What follows belongs to an exercise in optimizing a design on an open flow for a short achievable clock period and few clock cycles; a production flow would make more cautious choices.
In this exercise RTL edits were held to simulation tests only and were not proved equivalent to the original.
No activity file was given, so power comes from the tool's default toggle rates.

`flow/design.v`:
```
`default_nettype none
package mc_pkg;
    localparam int c_XLEN = 32;
    localparam logic [5:0] c_OP_RTYPE = 6'h00;
    localparam logic [5:0] c_OP_J     = 6'h02;
    localparam logic [5:0] c_OP_BEQ   = 6'h04;
    localparam logic [5:0] c_OP_BNE   = 6'h05;
    localparam logic [5:0] c_OP_ADDI  = 6'h08;
    localparam logic [5:0] c_OP_LW    = 6'h23;
    localparam logic [5:0] c_OP_SW    = 6'h2B;
    localparam logic [5:0] c_FN_SLL = 6'h00;
    localparam logic [5:0] c_FN_ADD = 6'h20;
    localparam logic [5:0] c_FN_SUB = 6'h22;
    localparam logic [5:0] c_FN_AND = 6'h24;
    localparam logic [5:0] c_FN_OR  = 6'h25;
    localparam logic [5:0] c_FN_SLT = 6'h2A;
    localparam logic [3:0] c_ALU_ADD = 4'd0;
    localparam logic [3:0] c_ALU_SUB = 4'd1;
    localparam logic [3:0] c_ALU_AND = 4'd2;
    localparam logic [3:0] c_ALU_OR  = 4'd3;
    localparam logic [3:0] c_ALU_SLT = 4'd4;
    localparam logic [3:0] c_ALU_SLL = 4'd5;
    typedef enum logic [2:0] {
        S_FETCH  = 3'd0,
        S_DECODE = 3'd1,
        S_EXEC   = 3'd2,
        S_MEM    = 3'd3,
        S_WB     = 3'd4,
        S_HALT   = 3'd5
    } state_e;
    function automatic logic [c_XLEN-1:0] signExt(input logic [15:0] imm);
        signExt = {{16{imm[15]}}, imm};
    endfunction
    function automatic logic [3:0] functToAlu(input logic [5:0] funct);
        case (funct)
            c_FN_SUB: functToAlu = c_ALU_SUB;
            c_FN_AND: functToAlu = c_ALU_AND;
            c_FN_OR:  functToAlu = c_ALU_OR;
            c_FN_SLT: functToAlu = c_ALU_SLT;
            c_FN_SLL: functToAlu = c_ALU_SLL;
            default:  functToAlu = c_ALU_ADD;
        endcase
    endfunction
    function automatic logic isLegal(input logic [5:0] op, input logic [5:0] funct);
        case (op)
            c_OP_RTYPE: begin
                case (funct)
                    c_FN_SLL, c_FN_ADD, c_FN_SUB,
                    c_FN_AND, c_FN_OR, c_FN_SLT: isLegal = 1'b1;
                    default:                    isLegal = 1'b0;
                endcase
            end
            c_OP_J, c_OP_BEQ, c_OP_BNE,
            c_OP_ADDI, c_OP_LW, c_OP_SW: isLegal = 1'b1;
            default:                     isLegal = 1'b0;
        endcase
    endfunction
endpackage
`default_nettype wire
`default_nettype none
import mc_pkg::*;
module mc_regfile
(
    input  logic              clk,
    input  logic [4:0]        i_rdAddrA,
    output logic [c_XLEN-1:0] o_rdDataA,
    input  logic [4:0]        i_rdAddrB,
    output logic [c_XLEN-1:0] o_rdDataB,
    input  logic              i_we,
    input  logic [4:0]        i_wrAddr,
    input  logic [c_XLEN-1:0] i_wrData
);
    logic [c_XLEN-1:0] r_regs [0:31];
    always_ff @(posedge clk) begin
        if (i_we && (i_wrAddr != 5'd0)) begin
            r_regs[i_wrAddr] <= i_wrData;
        end
    end
    assign o_rdDataA = (i_rdAddrA == 5'd0) ? '0 : r_regs[i_rdAddrA];
    assign o_rdDataB = (i_rdAddrB == 5'd0) ? '0 : r_regs[i_rdAddrB];
endmodule
`default_nettype wire
`default_nettype none
import mc_pkg::*;
module mc_core
#(
    parameter logic [31:0] RESET_PC = 32'h0000_0000
) (
    input  logic              clk,
    input  logic              reset,
    output logic              mem_req,
    output logic              mem_we,
    output logic [c_XLEN-1:0] mem_addr,
    output logic [c_XLEN-1:0] mem_wdata,
    input  logic [c_XLEN-1:0] mem_rdata,
    input  logic              mem_ack,
    output logic              retire,
    output logic              halted,
    output logic [c_XLEN-1:0] dbg_pc
);
    localparam int IB  = 6;              
    localparam int NC  = 1 << IB;        
    localparam int TB  = 12 - IB;        
    localparam int WIN = 48;             
    logic        r_memReq, r_memWe, r_kindData;
    logic [31:0] r_memAddr, r_memWdata;
    logic        f_forFpc;               
    logic [31:0] f_data;
    logic [31:0] c_data [0:NC-1];
    logic [TB-1:0] c_tag [0:NC-1];
    logic        c_pt   [0:NC-1];
    logic [11:0] c_ptgt [0:NC-1];
    logic [NC-1:0] c_valid;
    logic [31:0] r_fpc, r_pf;
    logic [NC-1:0] r_fsel;               
    logic        r_stop;
    logic        d_valid, d_predT;
    logic [31:0] d_ir, d_pc, d_pc4;
    logic        x_valid, x_predT;
    logic [31:0] x_a, x_b, x_opb, x_pc4, x_tgt;
    logic [4:0]  x_rd, x_shamt;
    logic        x_isLoad, x_isStore, x_isBeq, x_isBne, x_isJ, x_illegal;
    logic        x_add, x_sub, x_and, x_or, x_slt, x_sll;
    logic [31:0] x_redir;
    logic [NC-1:0] x_redirSel;
    logic        m_valid, m_isLoad, m_isMem, m_illegal;
    logic [4:0]  m_rd;
    logic [31:0] m_val, m_npc;
    logic        w_valid, w_illegal;
    logic [4:0]  w_rd;
    logic [31:0] w_val, w_npc;
    logic        r_halted, r_retire;
    logic [31:0] r_dbgpc;
    logic [5:0]  p_op;
    logic        p_isJ, p_predT, p_sIn, p_jIn;
    logic [11:0] p_sum;
    logic [11:0] p_ptgt;
    logic        f_predT;
    logic [11:0] f_ptgt;
    assign p_op      = mem_rdata[31:26];
    assign p_isJ     = (p_op == c_OP_J);
    assign p_sum     = r_memAddr[13:2] + 12'd1 + mem_rdata[11:0];
    logic signed [16:0] p_lo, p_hi, p_imm;
    assign p_lo      = -$signed({5'd0, r_memAddr[13:2]}) - 17'sd1;
    assign p_hi      = 17'sd4094 - $signed({5'd0, r_memAddr[13:2]});
    assign p_imm     = $signed({mem_rdata[15], mem_rdata[15:0]});
    assign p_sIn     = (p_imm >= p_lo) && (p_imm <= p_hi);
    assign p_jIn     = (mem_rdata[25:12] == 14'd0);
    always_comb begin
        p_predT = 1'b0;
        if (r_memAddr[31:14] != 18'd0)
            p_predT = 1'b0;          
        else if (p_isJ)
            p_predT = p_jIn;
        else if (p_op == c_OP_BEQ)
            p_predT = p_sIn && ((mem_rdata[25:21] == mem_rdata[20:16]) || mem_rdata[15]);
        else if (p_op == c_OP_BNE)
            p_predT = p_sIn && (mem_rdata[25:21] != mem_rdata[20:16]);
    end
    assign p_ptgt = p_isJ ? mem_rdata[11:0] : p_sum[11:0];
    logic [IB-1:0] fIdx;
    logic          fInRange, cHit, fHitF, fHit, fPredT;
    logic [31:0]   fInstr, fNext, fPc4;
    logic [11:0]   fPtgt;
    logic [NC-1:0] cTagEq;
    logic [31:0]   cRdData;
    logic [11:0]   cRdPtgt;
    logic          cRdPt;
    always_comb begin
        for (int i = 0; i < NC; i++) cTagEq[i] = (c_tag[i] == r_fpc[13:IB+2]);
    end
    always_comb begin
        logic [NC-1:0] col;
        for (int b = 0; b < 32; b++) begin
            for (int i = 0; i < NC; i++) col[i] = c_data[i][b];
            cRdData[b] = |(col & r_fsel);
        end
        for (int b = 0; b < 12; b++) begin
            for (int i = 0; i < NC; i++) col[i] = c_ptgt[i][b];
            cRdPtgt[b] = |(col & r_fsel);
        end
        for (int i = 0; i < NC; i++) col[i] = c_pt[i];
        cRdPt = |(col & r_fsel);
    end
    assign fIdx     = r_fpc[IB+1:2];
    assign fInRange = (r_fpc[31:14] == 18'd0);
    assign cHit     = |(r_fsel & c_valid & cTagEq) && fInRange;
    assign fHitF    = f_forFpc;
    assign fHit     = !r_stop && (cHit || fHitF);
    assign fInstr   = cHit ? cRdData : f_data;
    assign fPredT   = cHit ? cRdPt   : f_predT;
    assign fPtgt    = cHit ? cRdPtgt : f_ptgt;
    assign fPc4     = r_fpc + 32'd4;
    assign fNext    = fPredT ? {18'd0, fPtgt, 2'b00} : fPc4;
    logic [5:0]  d_op, d_fn;
    logic [4:0]  d_rs, d_rt, d_rdR, d_dst;
    logic [31:0] d_imm, d_rfA, d_rfB, d_A, d_B;
    logic        d_legal, d_isR, d_isAddi, d_isLw, d_isSw, d_isBeq, d_isBne, d_isJ;
    logic        d_useRs, d_useRt, d_loadUse;
    assign d_op     = d_ir[31:26];
    assign d_fn     = d_ir[5:0];
    assign d_rs     = d_ir[25:21];
    assign d_rt     = d_ir[20:16];
    assign d_rdR    = d_ir[15:11];
    assign d_imm    = mc_pkg::signExt(d_ir[15:0]);
    assign d_legal  = mc_pkg::isLegal(d_op, d_fn);
    assign d_isR    = (d_op == c_OP_RTYPE);
    assign d_isAddi = (d_op == c_OP_ADDI);
    assign d_isLw   = (d_op == c_OP_LW);
    assign d_isSw   = (d_op == c_OP_SW);
    assign d_isBeq  = (d_op == c_OP_BEQ);
    assign d_isBne  = (d_op == c_OP_BNE);
    assign d_isJ    = (d_op == c_OP_J);
    assign d_dst    = !d_legal ? 5'd0 :
                      d_isR ? d_rdR :
                      (d_isAddi || d_isLw) ? d_rt : 5'd0;
    assign d_useRs  = (d_isR && (d_fn != c_FN_SLL)) || d_isAddi || d_isLw || d_isSw ||
                      d_isBeq || d_isBne;
    assign d_useRt  = d_isR || d_isSw || d_isBeq || d_isBne;
    assign d_loadUse = x_valid && x_isLoad && (x_rd != 5'd0) &&
                       ((d_useRs && (d_rs == x_rd)) || (d_useRt && (d_rt == x_rd)));
    logic [31:0]   d_tgt;
    assign d_tgt      = d_isJ ? {d_pc4[31:28], d_ir[25:0], 2'b00} : (d_pc4 + {d_imm[29:0], 2'b00});
    mc_regfile u_regfile (
        .clk       (clk),
        .i_rdAddrA (d_rs),
        .o_rdDataA (d_rfA),
        .i_rdAddrB (d_rt),
        .o_rdDataB (d_rfB),
        .i_we      (w_valid),
        .i_wrAddr  (w_rd),
        .i_wrData  (w_val)
    );
    logic [31:0] x_result;
    logic [31:0] m_fwd;
    assign m_fwd = m_isLoad ? mem_rdata : m_val;
    logic d_fwdA, d_fwdB;
    assign d_fwdA = x_valid && (x_rd == d_rs) && (d_rs != 5'd0);
    assign d_fwdB = x_valid && (x_rd == d_rt) && (d_rt != 5'd0);
    always_comb begin
        if (d_rs == 5'd0)                       d_A = '0;
        else if (m_valid && (m_rd == d_rs))     d_A = m_fwd;
        else if (w_valid && (w_rd == d_rs))     d_A = w_val;
        else                                    d_A = d_rfA;
    end
    always_comb begin
        if (d_rt == 5'd0)                       d_B = '0;
        else if (m_valid && (m_rd == d_rt))     d_B = m_fwd;
        else if (w_valid && (w_rd == d_rt))     d_B = w_val;
        else                                    d_B = d_rfB;
    end
    logic [31:0] x_sum, x_diff, x_npc, x_ea, x_eb, x_eopb;
    logic [31:0] x_fA, x_fB, x_fOpb;
    assign x_ea   = x_a   | x_fA;
    assign x_eb   = x_b   | x_fB;
    assign x_eopb = x_opb | x_fOpb;
    logic        x_eq, x_lt, x_taken, x_isBr, x_mispredict, x_isMem;
    assign x_sum  = x_ea + x_eopb;
    assign x_diff = x_ea - x_eopb;
    assign x_lt   = (x_ea[31] != x_eopb[31]) ? x_ea[31] : x_diff[31];
    assign x_result = ({32{x_add}} & x_sum) |
                      ({32{x_sub}} & x_diff) |
                      ({32{x_and}} & (x_ea & x_eopb)) |
                      ({32{x_or}}  & (x_ea | x_eopb)) |
                      {31'd0, x_slt & x_lt} |
                      ({32{x_sll}} & (x_eb << x_shamt));
    assign x_eq      = (x_ea == x_eb);
    assign x_isBr    = x_isBeq || x_isBne;
    assign x_taken   = x_isJ || (x_isBeq && x_eq) || (x_isBne && !x_eq);
    assign x_npc     = x_taken ? x_tgt : x_pc4;
    assign x_mispredict = x_valid && (x_isJ || x_isBr) && (x_taken != x_predT);
    assign x_isMem   = x_isLoad || x_isStore;
    logic portFree, stallM, stallX, stallD, xAdv, dAdv, fAdv, xIssueMem, flush;
    logic zeroX, d_early, d_earlyTaken, d_earlyMis, earlyRedir;
    assign zeroX        = ((x_ea ^ x_eopb) == {x_ea[30:0] | x_eopb[30:0], 1'b0});
    assign d_early      = d_valid && d_legal && (d_isBeq || d_isBne) && (d_rt == 5'd0) &&
                          d_fwdA && x_add && !x_isLoad && !x_isStore;
    assign d_earlyTaken = d_isBne ? !zeroX : zeroX;
    assign d_earlyMis   = d_early && (d_earlyTaken != d_predT);
    assign earlyRedir   = dAdv && !flush && d_earlyMis;
    assign portFree  = !r_memReq || mem_ack;
    assign stallM    = m_valid && m_isMem && !mem_ack;
    assign stallX    = stallM || (x_valid && x_isMem && !portFree);
    assign xAdv      = !stallX;                        
    assign xIssueMem = x_valid && x_isMem && !stallM && portFree;
    assign flush     = xAdv && x_valid && (x_mispredict || x_illegal);
    assign stallD    = stallX || d_loadUse;
    assign dAdv      = !stallD;                        
    assign fAdv      = fHit && (!d_valid || dAdv) && !flush && !earlyRedir;
    logic          inflightF, needFetch, pfInRange, pfBehind, pfWin, pfCached, pfOK;
    logic [12:0]   pfDiff;
    logic r_reqIsFpc;                    
    logic fpcChange;
    assign fpcChange = flush || earlyRedir || fAdv;
    assign inflightF = r_memReq && r_reqIsFpc;
    assign needFetch = !r_stop && !cHit && !fHitF && !inflightF;
    assign pfInRange = (r_pf[31:14] == 18'd0);
    assign pfDiff    = r_pf[14:2] - r_fpc[14:2];
    assign pfBehind  = pfDiff[12];
    assign pfWin     = (pfDiff < 13'(WIN));
    assign pfCached  = 1'b0;             
    assign pfOK      = !r_stop && fInRange && pfInRange && pfWin;
    logic        r_pfChain, pfJump;
    logic [31:0] pfTarget, pfTarget4;
    assign pfJump    = r_memReq && !r_kindData && mem_ack && r_pfChain && !r_stop &&
                       p_isJ && (r_memAddr[31:14] == 18'd0) && (mem_rdata[25:12] == 14'd0);
    assign pfTarget  = {18'd0, mem_rdata[11:0], 2'b00};
    assign pfTarget4 = {17'd0, {1'b0, mem_rdata[11:0]} + 13'd1, 2'b00};
    always_ff @(posedge clk) begin
        if (reset) begin
            r_memReq   <= 1'b0;
            r_memWe    <= 1'b0;
            r_kindData <= 1'b0;
            r_memAddr  <= '0;
            r_memWdata <= '0;
            r_pf       <= RESET_PC;
            r_pfChain  <= 1'b0;
            r_reqIsFpc <= 1'b0;
        end else begin
            if (!portFree)
                r_reqIsFpc <= r_reqIsFpc && !fpcChange;
            else if (xIssueMem)
                r_reqIsFpc <= 1'b0;
            else if (needFetch)
                r_reqIsFpc <= !(flush || earlyRedir);
            else if (pfJump)
                r_reqIsFpc <= 1'b0;
            else if (pfOK && !pfCached)
                r_reqIsFpc <= !(flush || earlyRedir) &&
                              (fAdv ? (!fPredT && (pfDiff == 13'd1)) : (pfDiff == 13'd0));
            else
                r_reqIsFpc <= 1'b0;
            if (portFree) begin
                if (xIssueMem) begin
                    r_memReq   <= 1'b1;
                    r_memWe    <= x_isStore;
                    r_kindData <= 1'b1;
                    r_memAddr  <= x_sum;
                    r_memWdata <= x_eb;
                end else if (needFetch) begin
                    r_memReq   <= 1'b1;
                    r_memWe    <= 1'b0;
                    r_kindData <= 1'b0;
                    r_memAddr  <= r_fpc;
                end else if (pfJump) begin
                    r_memReq   <= 1'b1;
                    r_memWe    <= 1'b0;
                    r_kindData <= 1'b0;
                    r_memAddr  <= pfTarget;
                end else if (pfOK && !pfCached) begin
                    r_memReq   <= 1'b1;
                    r_memWe    <= 1'b0;
                    r_kindData <= 1'b0;
                    r_memAddr  <= r_pf;
                end else begin
                    r_memReq   <= 1'b0;
                    r_memWe    <= 1'b0;
                end
            end
            if (portFree && !xIssueMem && needFetch) begin
                r_pf      <= r_fpc + 32'd4;
                r_pfChain <= 1'b1;
            end else if (pfJump) begin
                r_pf      <= (portFree && !xIssueMem) ? pfTarget4 : pfTarget;
                r_pfChain <= portFree && !xIssueMem;
            end else if (fInRange && pfInRange && pfBehind) begin
                r_pf      <= r_fpc;
                r_pfChain <= 1'b0;
            end else if (pfOK && (pfCached || (portFree && !xIssueMem && !needFetch))) begin
                r_pf      <= r_pf + 32'd4;
                r_pfChain <= 1'b1;
            end
        end
    end
    logic wrCache;
    assign wrCache = r_memReq && !r_kindData && mem_ack && (r_memAddr[31:14] == 18'd0);
    always_ff @(posedge clk) begin
        if (reset) begin
            f_forFpc <= 1'b0;
        end else if (r_memReq && !r_kindData && mem_ack) begin
            f_forFpc <= r_reqIsFpc && !fpcChange;
            f_data   <= mem_rdata;
            f_predT  <= p_predT;
            f_ptgt   <= p_ptgt;
        end else if (fpcChange) begin
            f_forFpc <= 1'b0;
        end
    end
    always_ff @(posedge clk) begin
        if (wrCache) begin
            c_data[r_memAddr[IB+1:2]] <= mem_rdata;
            c_tag[r_memAddr[IB+1:2]]  <= r_memAddr[13:IB+2];
            c_pt[r_memAddr[IB+1:2]]   <= p_predT;
            c_ptgt[r_memAddr[IB+1:2]] <= p_ptgt;
        end
    end
    always_ff @(posedge clk) begin
        if (reset)
            c_valid <= '0;
        else if (wrCache)
            c_valid[r_memAddr[IB+1:2]] <= 1'b1;
    end
    always_ff @(posedge clk) begin
        if (reset) begin
            r_fpc   <= RESET_PC;
            r_fsel  <= NC'(1) << RESET_PC[IB+1:2];
            r_stop  <= 1'b0;
            d_valid <= 1'b0;
        end else begin
            if (flush) begin
                if (x_illegal) r_stop <= 1'b1;
                r_fpc   <= x_redir;
                r_fsel  <= x_redirSel;
                d_valid <= 1'b0;
            end else if (earlyRedir) begin
                r_fpc   <= d_predT ? d_pc4 : d_tgt;
                r_fsel  <= NC'(1) << (d_predT ? d_pc4[IB+1:2] : d_tgt[IB+1:2]);
                d_valid <= 1'b0;
            end else if (fAdv) begin
                r_fpc   <= fNext;
                r_fsel  <= fPredT ? (NC'(1) << fPtgt[IB-1:0]) : {r_fsel[NC-2:0], r_fsel[NC-1]};
                d_valid <= 1'b1;
                d_ir    <= fInstr;
                d_pc    <= r_fpc;
                d_pc4   <= fPc4;
                d_predT <= fPredT;
            end else if (dAdv) begin
                d_valid <= 1'b0;
            end
        end
    end
    logic fwdMaskA, fwdMaskB, fwdMaskOpb;
    assign fwdMaskA   = d_fwdA && dAdv;
    assign fwdMaskB   = d_fwdB && dAdv;
    assign fwdMaskOpb = d_fwdB && d_isR && dAdv;
    always_ff @(posedge clk) begin
        x_fA   <= x_result & {32{fwdMaskA}};
        x_fB   <= x_result & {32{fwdMaskB}};
        x_fOpb <= x_result & {32{fwdMaskOpb}};
    end
    always_ff @(posedge clk) begin
        if (reset) begin
            x_valid <= 1'b0;
        end else if (!xAdv) begin
            x_a      <= x_ea;
            x_b      <= x_eb;
            x_opb    <= x_eopb;
        end else begin
            x_valid <= d_valid && !stallD && !flush;
            x_predT   <= d_early ? d_earlyTaken : d_predT;
            x_a       <= d_fwdA ? 32'd0 : d_A;
            x_b       <= d_fwdB ? 32'd0 : d_B;
            x_opb     <= d_isR ? (d_fwdB ? 32'd0 : d_B) : d_imm;
            x_pc4     <= d_pc4;
            x_tgt     <= d_tgt;
            x_redir   <= d_predT ? d_pc4 : d_tgt;
            x_redirSel <= NC'(1) << (d_predT ? d_pc4[IB+1:2] : d_tgt[IB+1:2]);
            x_rd      <= d_dst;
            x_shamt   <= d_ir[10:6];
            x_isLoad  <= d_legal && d_isLw;
            x_isStore <= d_legal && d_isSw;
            x_isBeq   <= d_legal && d_isBeq;
            x_isBne   <= d_legal && d_isBne;
            x_isJ     <= d_legal && d_isJ;
            x_illegal <= !d_legal;
            x_add     <= !(d_isR && ((d_fn == c_FN_SUB) || (d_fn == c_FN_AND) || (d_fn == c_FN_OR) ||
                                     (d_fn == c_FN_SLT) || (d_fn == c_FN_SLL)));
            x_sub     <= d_isR && (d_fn == c_FN_SUB);
            x_and     <= d_isR && (d_fn == c_FN_AND);
            x_or      <= d_isR && (d_fn == c_FN_OR);
            x_slt     <= d_isR && (d_fn == c_FN_SLT);
            x_sll     <= d_isR && (d_fn == c_FN_SLL);
        end
    end
    always_ff @(posedge clk) begin
        if (reset) begin
            m_valid <= 1'b0;
        end else if (!stallM) begin
            m_valid   <= x_valid && xAdv;
            m_isLoad  <= x_isLoad;
            m_isMem   <= x_isMem;
            m_illegal <= x_illegal;
            m_rd      <= x_isLoad ? x_rd : (x_isMem ? 5'd0 : x_rd);
            m_val     <= x_result;
            m_npc     <= x_npc;
        end
    end
    always_ff @(posedge clk) begin
        if (reset) begin
            w_valid   <= 1'b0;
            w_illegal <= 1'b0;
            r_halted  <= 1'b0;
            r_retire  <= 1'b0;
            r_dbgpc   <= RESET_PC;
        end else begin
            if (w_valid && w_illegal) begin
                r_retire <= 1'b0;
                if (!r_memReq || mem_ack) r_halted <= 1'b1;
            end else begin
                w_valid   <= m_valid && !stallM;
                r_retire  <= m_valid && !stallM && !m_illegal;
                w_illegal <= m_illegal;
                w_rd      <= m_illegal ? 5'd0 : m_rd;
                w_val     <= m_fwd;
                w_npc     <= m_npc;
            end
            if (w_valid) r_dbgpc <= w_npc;
        end
    end
    assign mem_req   = r_memReq;
    assign mem_we    = r_memWe;
    assign mem_addr  = r_memAddr;
    assign mem_wdata = r_memWdata;
    assign retire    = r_retire;
    assign halted    = r_halted;
    assign dbg_pc    = r_dbgpc;
endmodule
`default_nettype wire
```
`flow/flow/run.sh`:
```
#!/bin/bash
set -euo pipefail
bash standard.sh SETUP_SLACK_MARGIN=6.4 finish > make_finish.log 2>&1
```
`flow/standard.sh`:
```
#!/bin/bash
# synth_recipe.tcl (not shown) runs the flow's synth.tcl, then flattens the netlist and writes it again
# the make line also repeats each setting of config.mk as NAME=value (left out here)
make -C /OpenROAD-flow-scripts/flow DESIGN_CONFIG=/design/flow/config.mk WORK_HOME=/design/flow/orfs CLKGATE_MAP_FILE= SYNTH_SCRIPT=/design/flow/synth_recipe.tcl "${@:-finish}"
```
`flow/config.mk`:
```
export PLATFORM = sky130hd
export DESIGN_NAME = mc_core
export DESIGN_NICKNAME = mc_core
export VERILOG_FILES = /design/flow/design.v
export SDC_FILE = /design/flow/constraint.sdc
export NUM_CORES = 4
export LEC_CHECK = 0
export ABC_CLOCK_PERIOD_IN_PS = 2500
export CAP_MARGIN = 20
export CORE_MARGIN = 2
export CORE_UTILIZATION = 35
export PLACE_DENSITY = 0.45
export SETUP_SLACK_MARGIN = 5
export SLEW_MARGIN = 20
export TNS_END_PERCENT = 100
```
`flow/constraint.sdc`:
```
create_clock -name core_clock -period 10.0 [get_ports {clk}]
set_input_delay 2.0000 -clock core_clock [delete_from_list [all_inputs] [get_ports {clk}]]
set_output_delay 2.0000 -clock core_clock [all_outputs]
set_load 0.01 [all_outputs]
```
==> out/metrics.yaml <==
run_status:
  outcome: "finished clean"
synth:
  ys_seq_area_share_pct: 70.8
  yosysWarnings: 2
  ys_seq_elements: 5226
  yosysTopAreaCell: "edfxtp_1"
  syn_avg_cell_area_um2: 16.2
  syn_area_mm2: 0.216
  ys_top_cells_by_area: "edfxtp_1 67%, mux4_2 6.7%, dfxtp_1 3.8%, a221oi_1 3.1%, a22o_1 2.8%"
  synthArstFlopShare_pct: 0
  synth_most_common_cell: "edfxtp_1"
  synth-edff-count: 4818
  synth_top_area_share_pct: 67.0
  ys_types: 103
  synth_ff_type: "edfxtp_1"
  synth_common_cells: "4818 x edfxtp_1, 897 x nor2_1, 752 x a221oi_1"
  syn_inst: 13300
floorplanning:
  initial_core_util_pct: 35.1
  num_rows: 288
  die_area_mm2: 0.623
  die_x_um: 789
  core_area_mm2: 0.615
  ios: 135
  die_h_um: 789
timing:
  final-max-slew-violation-count: 0
  tns_ns: 0
  setup_viol: 0
  fin_skew_ns: 0.133
  period_needed_ns: 4.77
  fmax_mhz: 210
  min_period_over_period_pct: 47.7
  relSlewSlack_pct: 7.40
  hold_violations: 0
  worst_slew_pin_slew_ns: 1.38
  rsz0062_at_grt: "true"
  whs_ns: 0.419
clock_network:
  ctsLongestPathBuffers: 4
  numCtsBuffers: 590
  cts.sinks: 5226
  path_clk_slew_ns: 0.06
  hold_buffers: 0
  htreeDepth: 6
  cts_root_buf: "clkbuf_16"
  clk_latency_ns: 1.19
  cts_tree: "done"
critical_path:
  end_kind: "flop"
  cp-start-kind: "primary input"
  worstPathArrival_ns: 5.69
  slowest_delay_ns: 0.86
  critical_path_required_ns: 10.92
  critPathKind: "primary input to flop"
  crit_slowest_cell: "nand4_1"
  critical_path.max_fanout: 6
  ff2ff_path_depth: 10
  path_cells: "buf_16 -> nor4_4 -> buf_6 -> nand4_1 -> nor2_4 -> buf_12 -> nand4_1 -> buf_6 -> buf_6 -> buf_6 -> buf_6 -> buf_16 -> buf_12 -> buf_4 -> a311oi_2 -> o41ai_1"
  cpMostUsedCell: "buf_6"
placement:
  portBuffers: 134
  dpl-instance-area_mm2: 0.231
  gp_congestion: 0.901
  hpwl_mm: 602
layout:
  areaGrowthSynthToFinish_pct: 24.4
  layout.nets: 14900
  design_area_mm2: 0.268
  final_util_pct: 43.7
  drive_gt1_share_pct: 28.3
detailed_routing:
  ant_nets: 0
  routed_wl_mm: 1090
  drtIter0Drc: 26400
  routed_via_density: 6.60
  wl_per_cell_um: 46.6
  drc: 0
  first_pass_iters: 9
  vias: 154000
pwr:
  power.total_mw: 54.2
  ir_drop_mv: 0.194
  p_per_area_mw_per_mm2: 202
  p_leak_nw: 88.3
global_routing:
  met1_usage_pct: 43.7
  grt_pass1_wl_mm: 1390
  grtUsageMet3_pct: 8.23
  met2_usage_pct: 51.8
  track_usage_pct: 33.3
  grt.busiest_layer: "met2"
  grt_overflow: 0
  grt_pass1_vias: 143000
  grt_max_degree: 137
  antenna_found_initial: 117
min_path:
  hold_depth: 0
  hp-class: "flop to flop"
run:
  cap_violations: 0
## metal layers
layer  share of wire [%]  wire (um)
met3                  12     129000
met4                 6.6      71800
met5               0.030        331
met1                  37     401000
met2                  45     484000
## power by group
group | internal [mW] | leakage, nW | switching, mW
sequential | 24.6 | 47.3 | 0.517
combinational | 2.49 | 31.9 | 5.06
clock | 12.0 | 9.10 | 9.44
## layout by cell type, fill, tap and decap left out, types with 153 or more instances in the layout
cell type and count:
a21oi_1 394, buf_12 201, nor2_1 684, buf_6 261, a221oi_1 711, inv_1 211, clkbuf_16 638, a22o_1 700
xor2_1 207, nand4_1 246, buf_4 811, nand2_1 351, mux2i_1 164, edfxtp_1 4818, mux4_2 642, dfxtp_1 253
nand3_1 211, nor2_4 153, xnor2_1 349
## area by class of cell
| cell class | count | area (um2) |
|---|---|---|
| antenna | 58 | 145 |
| clock buffer | 754 | 15700 |
| clock inverter | 317 | 2930 |
| fill | 53900 | 346000 |
| inverter | 243 | 981 |
| multi-input combinational | 7006 | 65700 |
| sequential | 5226 | 153000 |
| tap | 8120 | 10200 |
| timing repair buffer | 1583 | 19400 |
| timing repair inverter | 6 | 98.8 |
## final timing paths
| check | startpoint | end | slack, ns |
|---|---|---|---|
| min reg2reg | m_npc[6] | w_npc[6] | 0.42 |
| max reg2reg | r_fsel[21] | r_fpc[10] | 5.53 |
| max | mem_rdata[13] | r_memAddr[28] | 5.23 |
| min | m_npc[6] | w_npc[6] | 0.42 |
## critical path: cells and delay by family
family                 cells  cell delay [ns]
AOI/OAI and AO/OA          2             0.32
buffers and inverters     10             1.54
and+or+nand+nor            4             1.76
## sequential cells by signal, indices dropped and copies added (netlist names), 64 cells and up, named ones only
signal	count
r_fsel	64
x_redirSel	64
c_ptgt	768
c_data	2048
c_tag	384
u_regfile.r_regs	1024
c_valid	64
c_pt	64
## cells by family (layout without fill, tap and decap cells)
kind of cell,count (synthesis),in the layout,share of synthesized area (%)
adders and majority gates,177,177,1.05
xor gates and xnor gates,593,593,2.41
DFF,5226,5226,70.8
AOI/OAI and AO/OA,2917,2926,10.3
other,1,90,0.00174
buffers and inverters,1137,2903,2.15
and+or+nand+nor,2319,2325,5.14
muxes,953,953,8.20
## through the flow
step,worst slack [ns],cells
2_1_floorplan,2.83,13400
3_3_place_gp,2.71,21300
3_5_place_dp,2.59,21300
4_1_cts,5.44,22900
5_1_grt,5.28,23300
6_report,5.23,23300
## what timing repair did
item                                   in CTS  in global routing
endpoints found under the hold margin       0                  0
buffers inserted                          431                262
resized for setup                        1942                537
setup endpoints to repair                4650               1804
pin swaps                                 285                281
gates cloned                              108                 47
Testbench counts, summed over its fixed seeds: cycles 13,867.

separate check: timing with driven ports:
Ports are ideal in the flow. The routed layout listed here was re-timed in OpenROAD. Step 1, drivers: a clkbuf_16 drives clk and a buf_2 each remaining input, both assumed. Step 2 also shifts input and output timing later by t, the mid clock arrival at the registers, as if the neighbouring blocks saw the same clock. Three values: no drivers, after step 1, after step 2; two values: the first two.
t (ns): 1.243
setup slack, ns: 5.231 / 5.243 / 4.000
worst setup path at the end: input to register
worst register clock-pin slew, ns: 0.07 / 0.07
worst slew at a driven data input, ns: 0.38
After both steps this run still meets setup and hold. The setup slack of this run moves by +0.012 ns with the drivers and by -1.231 ns with both steps.
